Source: an optimization exercise on an open RTL-to-GDS flow (aim: small area and a short achievable clock period). Production flows keep margins and buffers that such runs may drop.
In this exercise RTL edits were held to simulation tests only and were not proved equivalent to the original.
Power is estimated from default activity; no workload was simulated.

==> flow/design.v <==
package conv_pkg;
  function automatic integer sq(input integer n);
    sq = n * n;
  endfunction
  function automatic integer nbits(input integer n);
    nbits = $clog2(n + 1);
  endfunction
  localparam int K_DIM  = 3;
  localparam int I_DIM  = 8;
  localparam int M_BITS = 16;
  localparam int O_DIM  = K_DIM + I_DIM - 1;
  localparam int O_SIZE = sq(O_DIM);
  localparam int O_BITS = nbits(O_DIM);
  localparam int A_BITS = nbits(O_SIZE);
  typedef enum logic [0:0] {FILL, DRAIN} out_state_t;
  typedef logic [A_BITS-1:0] addr_t;
  typedef logic [M_BITS-1:0] word_t;
  typedef logic [O_BITS-1:0] coord_t;
endpackage
module out_frame_buf (
  input  logic  clk,
  input  logic  clr,
  input  logic [conv_pkg::O_SIZE-1:0] we,
  input  conv_pkg::word_t wdata,
  input  logic [conv_pkg::O_DIM-1:0]  rrow,
  input  logic [conv_pkg::O_DIM-1:0]  rcol,
  output conv_pkg::word_t rdata,
  output logic  rvalid
);
  localparam int N = conv_pkg::O_DIM;
  conv_pkg::word_t             mem [0:conv_pkg::O_SIZE-1];
  logic [conv_pkg::O_SIZE-1:0] written;
  always_ff @(posedge clk) begin
    for (int s = 0; s < conv_pkg::O_SIZE; s++)
      if (we[s]) mem[s] <= wdata;
  end
  always_ff @(posedge clk) begin
    if (clr) written <= '0;
    else     written <= written | we;
  end
  conv_pkg::word_t row_data [0:N-1];
  logic [N-1:0]    row_valid;
  always_comb begin
    for (int r = 0; r < N; r++) begin
      row_data[r]  = '0;
      row_valid[r] = 1'b0;
      for (int c = 0; c < N; c++) begin
        row_data[r]  = row_data[r]  | (mem[r*N+c] & {conv_pkg::M_BITS{rcol[c]}});
        row_valid[r] = row_valid[r] | (written[r*N+c] & rcol[c]);
      end
    end
    rdata  = '0;
    rvalid = 1'b0;
    for (int r = 0; r < N; r++) begin
      rdata  = rdata  | (row_data[r] & {conv_pkg::M_BITS{rrow[r]}});
      rvalid = rvalid | (row_valid[r] & rrow[r]);
    end
  end
endmodule
module conv_out_ctrl (
  input  logic                clk,
  input  logic                rst,
  input  logic [conv_pkg::M_BITS-1:0] in_data,
  input  logic [2*conv_pkg::O_BITS-1:0] in_user,
  input  logic                in_last,
  input  logic                in_valid,
  output logic                in_ready,
  output logic [conv_pkg::M_BITS-1:0] out_data,
  output logic                out_last,
  output logic                out_valid,
  input  logic                out_ready,
  output logic                err_range,
  output logic                err_miss
);
  localparam int N = conv_pkg::O_DIM;
  logic            drain_q;       
  logic [N-1:0]    rrow_q;        
  logic [N-1:0]    rcol_q;        
  logic            last_q;        
  logic            shown_valid_q; 
  conv_pkg::word_t dout_q;        
  conv_pkg::coord_t row, col;
  logic [N-1:0]    wrow, wcol;
  logic            acc, in_range;
  logic [conv_pkg::O_SIZE-1:0] we;
  conv_pkg::word_t rdata;
  logic            rvalid;
  logic            hs_out, done, advance;
  assign row = in_user[2*conv_pkg::O_BITS-1:conv_pkg::O_BITS];
  assign col = in_user[conv_pkg::O_BITS-1:0];
  assign acc = in_valid && !drain_q;
  always_comb begin
    for (int i = 0; i < N; i++) begin
      wrow[i] = acc && (row == conv_pkg::coord_t'(i));
      wcol[i] = (col == conv_pkg::coord_t'(i));
    end
    for (int r = 0; r < N; r++)
      for (int c = 0; c < N; c++)
        we[r*N+c] = wrow[r] && wcol[c];
  end
  assign in_range = (row < conv_pkg::coord_t'(N)) && (col < conv_pkg::coord_t'(N));
  assign hs_out  = drain_q && out_ready;
  assign done    = hs_out && last_q;
  assign advance = (acc && in_last) || hs_out;
  out_frame_buf u_buf (
    .clk    (clk),
    .clr    (rst || done),
    .we     (we),
    .wdata  (in_data),
    .rrow   (rrow_q),
    .rcol   (rcol_q),
    .rdata  (rdata),
    .rvalid (rvalid)
  );
  always_ff @(posedge clk) begin
    if (rst || done) begin
      drain_q <= 1'b0;
      rrow_q  <= {{(N-1){1'b0}}, 1'b1};
      rcol_q  <= {{(N-1){1'b0}}, 1'b1};
    end else begin
      if (acc && in_last) drain_q <= 1'b1;
      if (advance) begin
        rcol_q <= {rcol_q[N-2:0], rcol_q[N-1]};
        if (rcol_q[N-1]) rrow_q <= {rrow_q[N-2:0], rrow_q[N-1]};
      end
    end
  end
  always_ff @(posedge clk) begin
    if (!drain_q || out_ready) begin
      dout_q        <= we[0] ? in_data : (rvalid ? rdata : '0);
      shown_valid_q <= we[0] || rvalid;
      last_q        <= drain_q && rrow_q[N-1] && rcol_q[N-1];
    end
  end
  assign in_ready  = !drain_q;
  assign out_valid = drain_q;
  assign out_data  = dout_q;
  assign out_last  = last_q;
  always_ff @(posedge clk) begin
    if (rst) begin
      err_range <= 1'b0;
      err_miss  <= 1'b0;
    end else begin
      if (acc && !in_range)
        err_range <= 1'b1;
      if (hs_out && !shown_valid_q)
        err_miss <= 1'b1;
    end
  end
endmodule
==> flow/config.mk <==
export PLATFORM = sky130hd
export DESIGN_NAME = conv_out_ctrl
export DESIGN_NICKNAME = conv_out_ctrl
export VERILOG_FILES = /design/flow/design.v
export SDC_FILE = /design/flow/constraint.sdc
export NUM_CORES = 4
export LEC_CHECK = 0
export CAP_MARGIN = 20
export CORE_MARGIN = 2
export CORE_UTILIZATION = 40
export SETUP_SLACK_MARGIN = 0.3
export SLEW_MARGIN = 20
==> flow/constraint.sdc <==
create_clock -name core_clock -period 5.5 [get_ports {clk}]
set_input_delay 1.1000 -clock core_clock [delete_from_list [all_inputs] [get_ports {clk}]]
set_output_delay 1.1000 -clock core_clock [all_outputs]
set_load 0.01 [all_outputs]
run.sh (not shown) runs the stock make flow with config.mk's settings and CLKGATE_MAP_FILE= SYNTH_SCRIPT=/design/flow/synth_recipe.tcl, a recipe that flattens the netlist after the stock synthesis.
==> next run, changes <==
Settings changed: SETUP_SLACK_MARGIN 0.3 to 3.0.
=>
- The changed run finished clean
- global-route usage rose by 1.3 points
- setup slack improved by 0.19 ns
- clock-buffer cell count decreases by 14
- sequential cell count does not change
- cell count rose by about 2.3%
- power climbs by about 0.37%
- wire length went up by about 6%
==> next run, changes <==
Settings changed: ABC_CLOCK_PERIOD_IN_PS set to 2500, CORE_UTILIZATION 40 to 60, SETUP_SLACK_MARGIN 3.0 to 2.5.
Result: The new run finished clean; critical path depth decreases by 1; via count came out higher by 0.58%; global-route usage increases by 12 points.
==> next run, changes <==
Settings changed: ABC_CLOCK_PERIOD_IN_PS 2500 to unset, SETUP_SLACK_MARGIN 2.5 to 3.0.
What happened: The changed run finished with timing, DRC and antenna clean; cell area increases by a few percent; worst hold slack hardly moves; sequential power is about the same; power goes up slightly; global-route usage came out higher by 2.1 points.
==> next run, changes <==
Settings changed: ABC_CLOCK_PERIOD_IN_PS set to 2500, CORE_UTILIZATION 60 to 75, CTS_CLUSTER_SIZE set to 25, SETUP_SLACK_MARGIN 3.0 to 2.5, SLEW_MARGIN 20 to 60.
The new run ran to the end with no violations.
Power is about the same.
Global-route usage rose by 5.3 points.
Worst hold slack stays flat.
Final area fell by about 5%.

* * *

== run 1 ==
conv_out_ctrl, a different RTL version from the one above (not shown whole).
Size: ~3700 cells after synthesis, roughly 1800 flip-flops.
Settings: LEC_CHECK=0, CAP_MARGIN=20, CORE_MARGIN=2, CORE_UTILIZATION=60, SETUP_SLACK_MARGIN=3.0, SLEW_MARGIN=30; clock period 5.5 ns.
standard.sh (not shown) runs the stock make flow with config.mk's settings and CLKGATE_MAP_FILE= SYNTH_SCRIPT=/design/flow/synth_recipe.tcl, a recipe that flattens the netlist after the stock synthesis.
==> flow/flow/run.sh <==
#!/bin/bash
# Standard ORFS layout, except that the port buffers start as buf_4
# (resizable within the buf footprint) instead of the default pick.
set -euo pipefail
bash standard.sh BUFFER_PORTS_ARGS="-buffer_cell sky130_fd_sc_hd__buf_4" finish > orfs_make.log 2>&1
Modified inputs, run 2 compared to run 1
Settings: a change of SLEW_MARGIN from 30 to 60.
No stage failed in run 2, and the final checks on the layout all came back clean. Delta(core utilization, run 2 - run 1) > 0. Run 2 vs run 1: net switching component of the power up slightly. In run 2 the share of power burned in combinational logic turned out 0.3 points higher than in run 1. Summary: with run 1 as the reference, total power in run 2 moved up slightly.
diff inputs: run 2 => run 3
Settings: SETUP_SLACK_MARGIN: 3.0 -> 3.05.
Notes after the runs:
- The worst-skew pair later-pin latency was comparable across run 2 and run 3.
- Post-synthesis to final-layout area growth, run 2 and run 3: higher on run 3
- When the final numbers for run 2 and run 3 were put side by side, the clock network fraction of design power turned out to be smaller in run 3.
- In the metrics for run 2 and run 3, the one carrying the lower antenna diode instance count is run 2.
Setup changes, run 3 to run 4
Settings: swapping 3.05 for 3.0 in SETUP_SLACK_MARGIN; putting PLACE_DENSITY at 0.8 where nothing was set.
Results
- Run 4 against run 3; number of filler cells placed in the layout is down by more than 10%.
- Compared with run 3, in run 4 top-level port count shows no meaningful change, buffers inserted during post-CTS setup optimization shows an increase of 2, area of all placed cells without fillers shows a reduction of about 1.6%, number of global-route vias before repair shows an increase of 5.7%.

* * *

Another version of the RTL of conv_out_ctrl (not shown whole).
For scale: about 4100 cells after synthesis, about 1800 flip-flops, roughly 50 I/O pins, about 0.066 mm² of cells after synthesis.
clock: 5.5 ns
lec_check: 0
cap_margin: 20
core_margin: 2
core_utilization: 60
cts_cluster_diameter: 100
cts_cluster_size: 24
setup_slack_margin: 3.1
slew_margin: 40
Scripts as last shown in full above: flow/flow/run.sh
Edit:
Settings changed: CTS_CLUSTER_DIAMETER 100 to not set, CTS_CLUSTER_SIZE 24 to not set, SETUP_SLACK_MARGIN 3.1 to 3.05.
Result: The changed run finished clean; sequential share of layout area decreases by 3.3 points; hold slack gets worse by 13 ps; clock skew hardly moves; die area stays the same; non-clock buffer count decreases by 3; power came out higher by 22%.
Edit:
Settings changed: CTS_CLUSTER_DIAMETER set to 70, CTS_CLUSTER_SIZE set to 24, SETUP_SLACK_MARGIN 3.05 to 3.1, SLEW_MARGIN 40 to 60.
Outcome:
- register-to-register slack gets better by 40 ps
- routed wire length went down by 2.0%
- power went down by 14%
- hold slack gets better by 23 ps
- worst setup slack gets better by 44 ps
- synthesized cell count is unchanged
- clock skew went up by 7.3 ps
- non-clock buffer count went up by 29
- die area is unchanged
- sequential share of layout area went up by 1.8 points
Edit:
Settings changed: CORE_UTILIZATION 60 to 65, CTS_CLUSTER_DIAMETER 70 to not set, CTS_CLUSTER_SIZE 24 to not set.
Result:
- The changed run produced a clean layout
- synthesized area is unchanged
- critical path depth rises by 1
- cell count is about the same
- wire length is lower by 1.3%
- worst setup slack gets worse by 53 ps
- first-iteration DRC count rises by 8.4%
- total power went up by 15%
- via count went up by 2.6%

* * *

conv_out_ctrl again, from the RTL that the note above started with.
clock: 5.5 ns
lec_check: 0
cap_margin: 20
core_margin: 2
core_utilization: 60
cts_cluster_diameter: 100
cts_cluster_size: 24
setup_slack_margin: 3.1
slew_margin: 60
Scripts as last shown in full above: flow/flow/run.sh
The first run completed without violations.
Next try:
- CTS_CLUSTER_DIAMETER: 100 -> 90
- CTS_CLUSTER_SIZE: 24 -> 26
- SETUP_SLACK_MARGIN: 3.1 -> 3.05
After rerunning: Final cell count hardly moves; power shrinks by 1.1%; die area stays the same; routed wire length grows by 0.31%; clock-buffer cell count shrinks by 10.
Next try:
- CTS_CLUSTER_DIAMETER: 90 -> 80
- CTS_CLUSTER_SIZE: 26 -> 30
- SETUP_SLACK_MARGIN: 3.05 -> 3.1
Total power is lower by about 0.7%.
Die area is unchanged.
Synthesized cell count is unchanged.
Via count decreases by about 0.5%.
Sequential power hardly moves.
Non-clock buffer count rose by 18.
Register-to-register slack gains 0.03 ns.
Sequential cell count is unchanged.
Sequential share of layout area is lower by 0.15 points.
Final area hardly moves.
Next try:
- CTS_CLUSTER_DIAMETER: 80 -> 55
- CTS_CLUSTER_SIZE: 30 -> 28
Result:
- clock power goes up by about 55%
- count of clock-buffer cells in the layout goes up by 31
- routed wire length goes up by about 0.9%
- die area does not change
- critical path depth does not change
- worst setup slack gets worse by 0.054 ns
- total power goes up by 17%
- utilization goes up by 2.3 points
- global-route usage goes up by 0.41 points
- area after synthesis is unchanged
- clock skew goes down by 0.0063 ns
Next try:
- CTS_CLUSTER_DIAMETER: 55 -> unset
- CTS_CLUSTER_SIZE: 28 -> unset
The changed run completed without violations.
Total power climbs by about 5%.
Final cell count came out higher by 1.3%.
Worst setup slack improved by 0.043 ns.
Flip-flop and latch count is unchanged.
Via count stays flat.
Die area is unchanged.
Clock-buffer cell count came out higher by 96.
Hold slack hardly moves.
Critical path depth is lower by 6.
Core utilization is higher by 0.82 points.

* * *

## v6
Another version of the RTL of conv_out_ctrl (not shown whole).
Size: roughly 3700 cells after synthesis, about 1800 flip-flops, ~66000 µm² of cells after synthesis.
Settings: LEC_CHECK=0, CAP_MARGIN=20, CORE_MARGIN=2, CORE_UTILIZATION=60, SETUP_SLACK_MARGIN=3.15, SLEW_MARGIN=60; clock period 5.5 ns.
Scripts as last shown in full above: flow/flow/run.sh
v6 ran to completion and came out clean on the timing, design-rule and antenna checks.
What v7 does differently from v6 at the input level:
# v6
export LEC_CHECK = 0
export CAP_MARGIN = 20
export CORE_MARGIN = 2
export CORE_UTILIZATION = 60
export SETUP_SLACK_MARGIN = 3.15
export SLEW_MARGIN = 60
create_clock -name core_clock -period 5.5 [get_ports {clk}]
# v7
export LEC_CHECK = 0
export CAP_MARGIN = 20
export CORE_MARGIN = 2
export CORE_UTILIZATION = 60
export SETUP_SLACK_MARGIN = 3.3
export SLEW_MARGIN = 60
create_clock -name core_clock -period 5.5 [get_ports {clk}]
Findings:
Every stage of the flow completed for v7, and the final layout passed the timing, design-rule and antenna checks. v6 has a higher global-route usage than v7. | final critical path time including I/O delays and setup | v7 vs v6 | worse |. Looking at path type of the worst min-delay path, the reg -> reg result is from v6; the in -> reg one comes from v7. Re post-route clock period utilization: v7 is 0.18 points up on v6. Total of fill cells in the finished design, v7 vs v6: down slightly. | fraction of area in clock buffers and inverters | lower: v6 |. v7 vs v6 — number of DRC markers after the initial detailed-route iteration dropped slightly. The clock latency at the later pin of the worst-skew pair was comparable across v6 and v7. Between v6 and v7, the flow reports total power increasing slightly. Between v6 and v7, the difference in die boundary height is negligible.

* * *

before:
conv_out_ctrl, a different RTL version from the one above (not shown whole).
Size in the first run: about 4000 cells after synthesis, ~1800 flip-flops, about 50 I/O pins.
export LEC_CHECK = 0
export CAP_MARGIN = 20
export CORE_MARGIN = 2
export CORE_UTILIZATION = 60
export PLACE_DENSITY = 0.5
export SETUP_SLACK_MARGIN = 3.05
export SLEW_MARGIN = 40
create_clock -name core_clock -period 5.5 [get_ports {clk}]
Scripts as last shown in full above: flow/flow/run.sh
The final layout from before, which completed every stage, passed the timing, design-rule and antenna checks at the end of the flow.
[inputs] after vs before
Settings: removing PLACE_DENSITY (formerly 0.5); changing SETUP_SLACK_MARGIN from 3.05 to 3.0; changing SLEW_MARGIN from 40 to 60.
## What came out
before ended up with sky130_fd_sc_hd__o21ai_1 as its slowest library cell on the worst path; after ended up with sky130_fd_sc_hd__nand4_1.
[compare] base=before new=after: utilization after layout grew by 0.43 points; initial antenna violation count went up by 3.
Compared with before, number of global-route vias before repair in after decreased slightly.
after: wire length after detailed routing about 0.7% below before
End point of the critical path: dout_q[9] -> after, dout_q[8] -> before
Between after and before, routability congestion estimate is higher for after, before comes in under that.

* * *

Setup of v27:
Another version of the RTL of conv_out_ctrl (not shown whole).
Size: roughly 3,500 cells after synthesis, ~1,700 flip-flops, about 63,000 um^2 of cells after synthesis.
clock: 5.5 ns
lec_check: 0
abc_clock_period_in_ps: 2200
cap_margin: 20
core_margin: 2
core_utilization: 60
setup_slack_margin: 3.2
slew_margin: 60
Scripts as last shown in full above: flow/flow/run.sh
Edits applied to the flow inputs when going from v27 to v38:
--- a/flow/config.mk
+++ b/flow/config.mk
@@ -12,2 +12,3 @@
 export SETUP_SLACK_MARGIN = 3.2
 export SLEW_MARGIN = 60
+export TNS_END_PERCENT = 5
## What came out
NOTE: setup slack after placement in v38 falls short of that of v27
Via density per instance, v38 and v27, lower one = v27.
Compared with v27, in v38 combinational share of power up 0.2 points; cell count shows a reduction of 18; setup slack saw a decrease; proportion of cell area occupied by multi-input gates flat.
Final worst-path cycle share was higher in the run labelled v38.
The inputs of v58 differ from those of v38 as listed below.
--- a/flow/config.mk
+++ b/flow/config.mk
@@ -10,5 +10,5 @@
 export CORE_MARGIN = 2
 export CORE_UTILIZATION = 60
+export CTS_BUF_LIST = sky130_fd_sc_hd__clkbuf_8
 export SETUP_SLACK_MARGIN = 3.2
 export SLEW_MARGIN = 60
-export TNS_END_PERCENT = 5
==> comparison <==
- v38 → v58: total power draw now smaller; register area level.
- Against v38, v58 comes in 0.74 points lower on final standard cell utilization of the core.
- On fraction of area in non-clock buffers, the lower figure sits with v38, not v58.
- A class of the tightest hold or removal check of reg2reg is what v38 shows, while in2reg belongs to v58.

static timing again, ports no longer ideal:
The flow's constraints put no driver on any port. The routed layouts listed below were extracted and timed again, unchanged, in two steps. Step 1 assumes that a clkbuf_16 drives the clock port and a buf_2 every other input. Step 2 moves the port delays by t, midway between the first and last clock arrival at a register: inputs arrive t later, outputs are due t later. That takes back most of the time a late clock gives input paths. Three values: no drivers, after step 1, after step 2; two values: the first two.
run | shift t [ns] | setup slack, ns | worst setup path after step 2
the first run of note 1 | 0.855 | 1.955 / 1.955 / 1.156 | input to register
the second run of note 1 | 0.853 | 2.149 / 2.149 / 1.876 | input to register
the third run of note 1 | 0.838 | 2.387 / 2.387 / 1.695 | input to register
the fourth run of note 1 | 0.844 | 2.414 / 2.414 / 2.131 | input to register
the fifth run of note 1 | 0.832 | 2.312 / 2.361 / 1.530 | input to register
run 1 | 0.845 | 2.875 / 2.868 / 2.261 | input to register
run 2 | 0.855 | 2.925 / 2.846 / 2.275 | input to register
run 3 | 0.847 | 2.902 / 2.824 / 2.273 | input to register
run 4 | 0.835 | 2.606 / 2.648 / 1.814 | input to register
the first run of note 3 | 0.773 | 3.040 / 3.037 / 2.374 | input to register
the second run of note 3 | 0.845 | 3.010 / 2.982 / 2.347 | input to register
the third run of note 3 | 0.799 | 3.054 / 3.003 / 2.456 | input to register
the fourth run of note 3 | 0.849 | 3.001 / 3.001 / 2.455 | input to register
the first run of note 4 | 0.790 | 3.058 / 3.025 / 2.344 | input to register
the second run of note 4 | 0.770 | 3.044 / 2.994 / 2.448 | input to register
the third run of note 4 | 0.781 | 3.076 / 3.022 / 2.384 | input to register
the fourth run of note 4 | 0.843 | 3.022 / 2.984 / 2.441 | input to register
the fifth run of note 4 | 0.847 | 3.065 / 2.992 / 2.456 | input to register
v6 | 0.843 | 2.661 / 2.661 / 2.272 | input to register
v7 | 0.857 | 2.652 / 2.652 / 2.142 | input to register
before | 0.859 | 2.952 / 2.952 / 2.309 | input to register
after | 0.855 | 2.842 / 2.842 / 2.327 | input to register
v27 | 0.836 | 2.744 / 2.744 / 2.269 | input to register
v38 | 0.853 | 2.662 / 2.662 / 2.150 | input to register
v58 | 1.002 | 2.715 / 2.662 / 2.188 | input to register
After both steps every run listed still meets setup and hold. For the first run of note 1, which loses most, drivers alone change the setup slack by 0.000 ns; drivers and shift together by -0.799 ns.
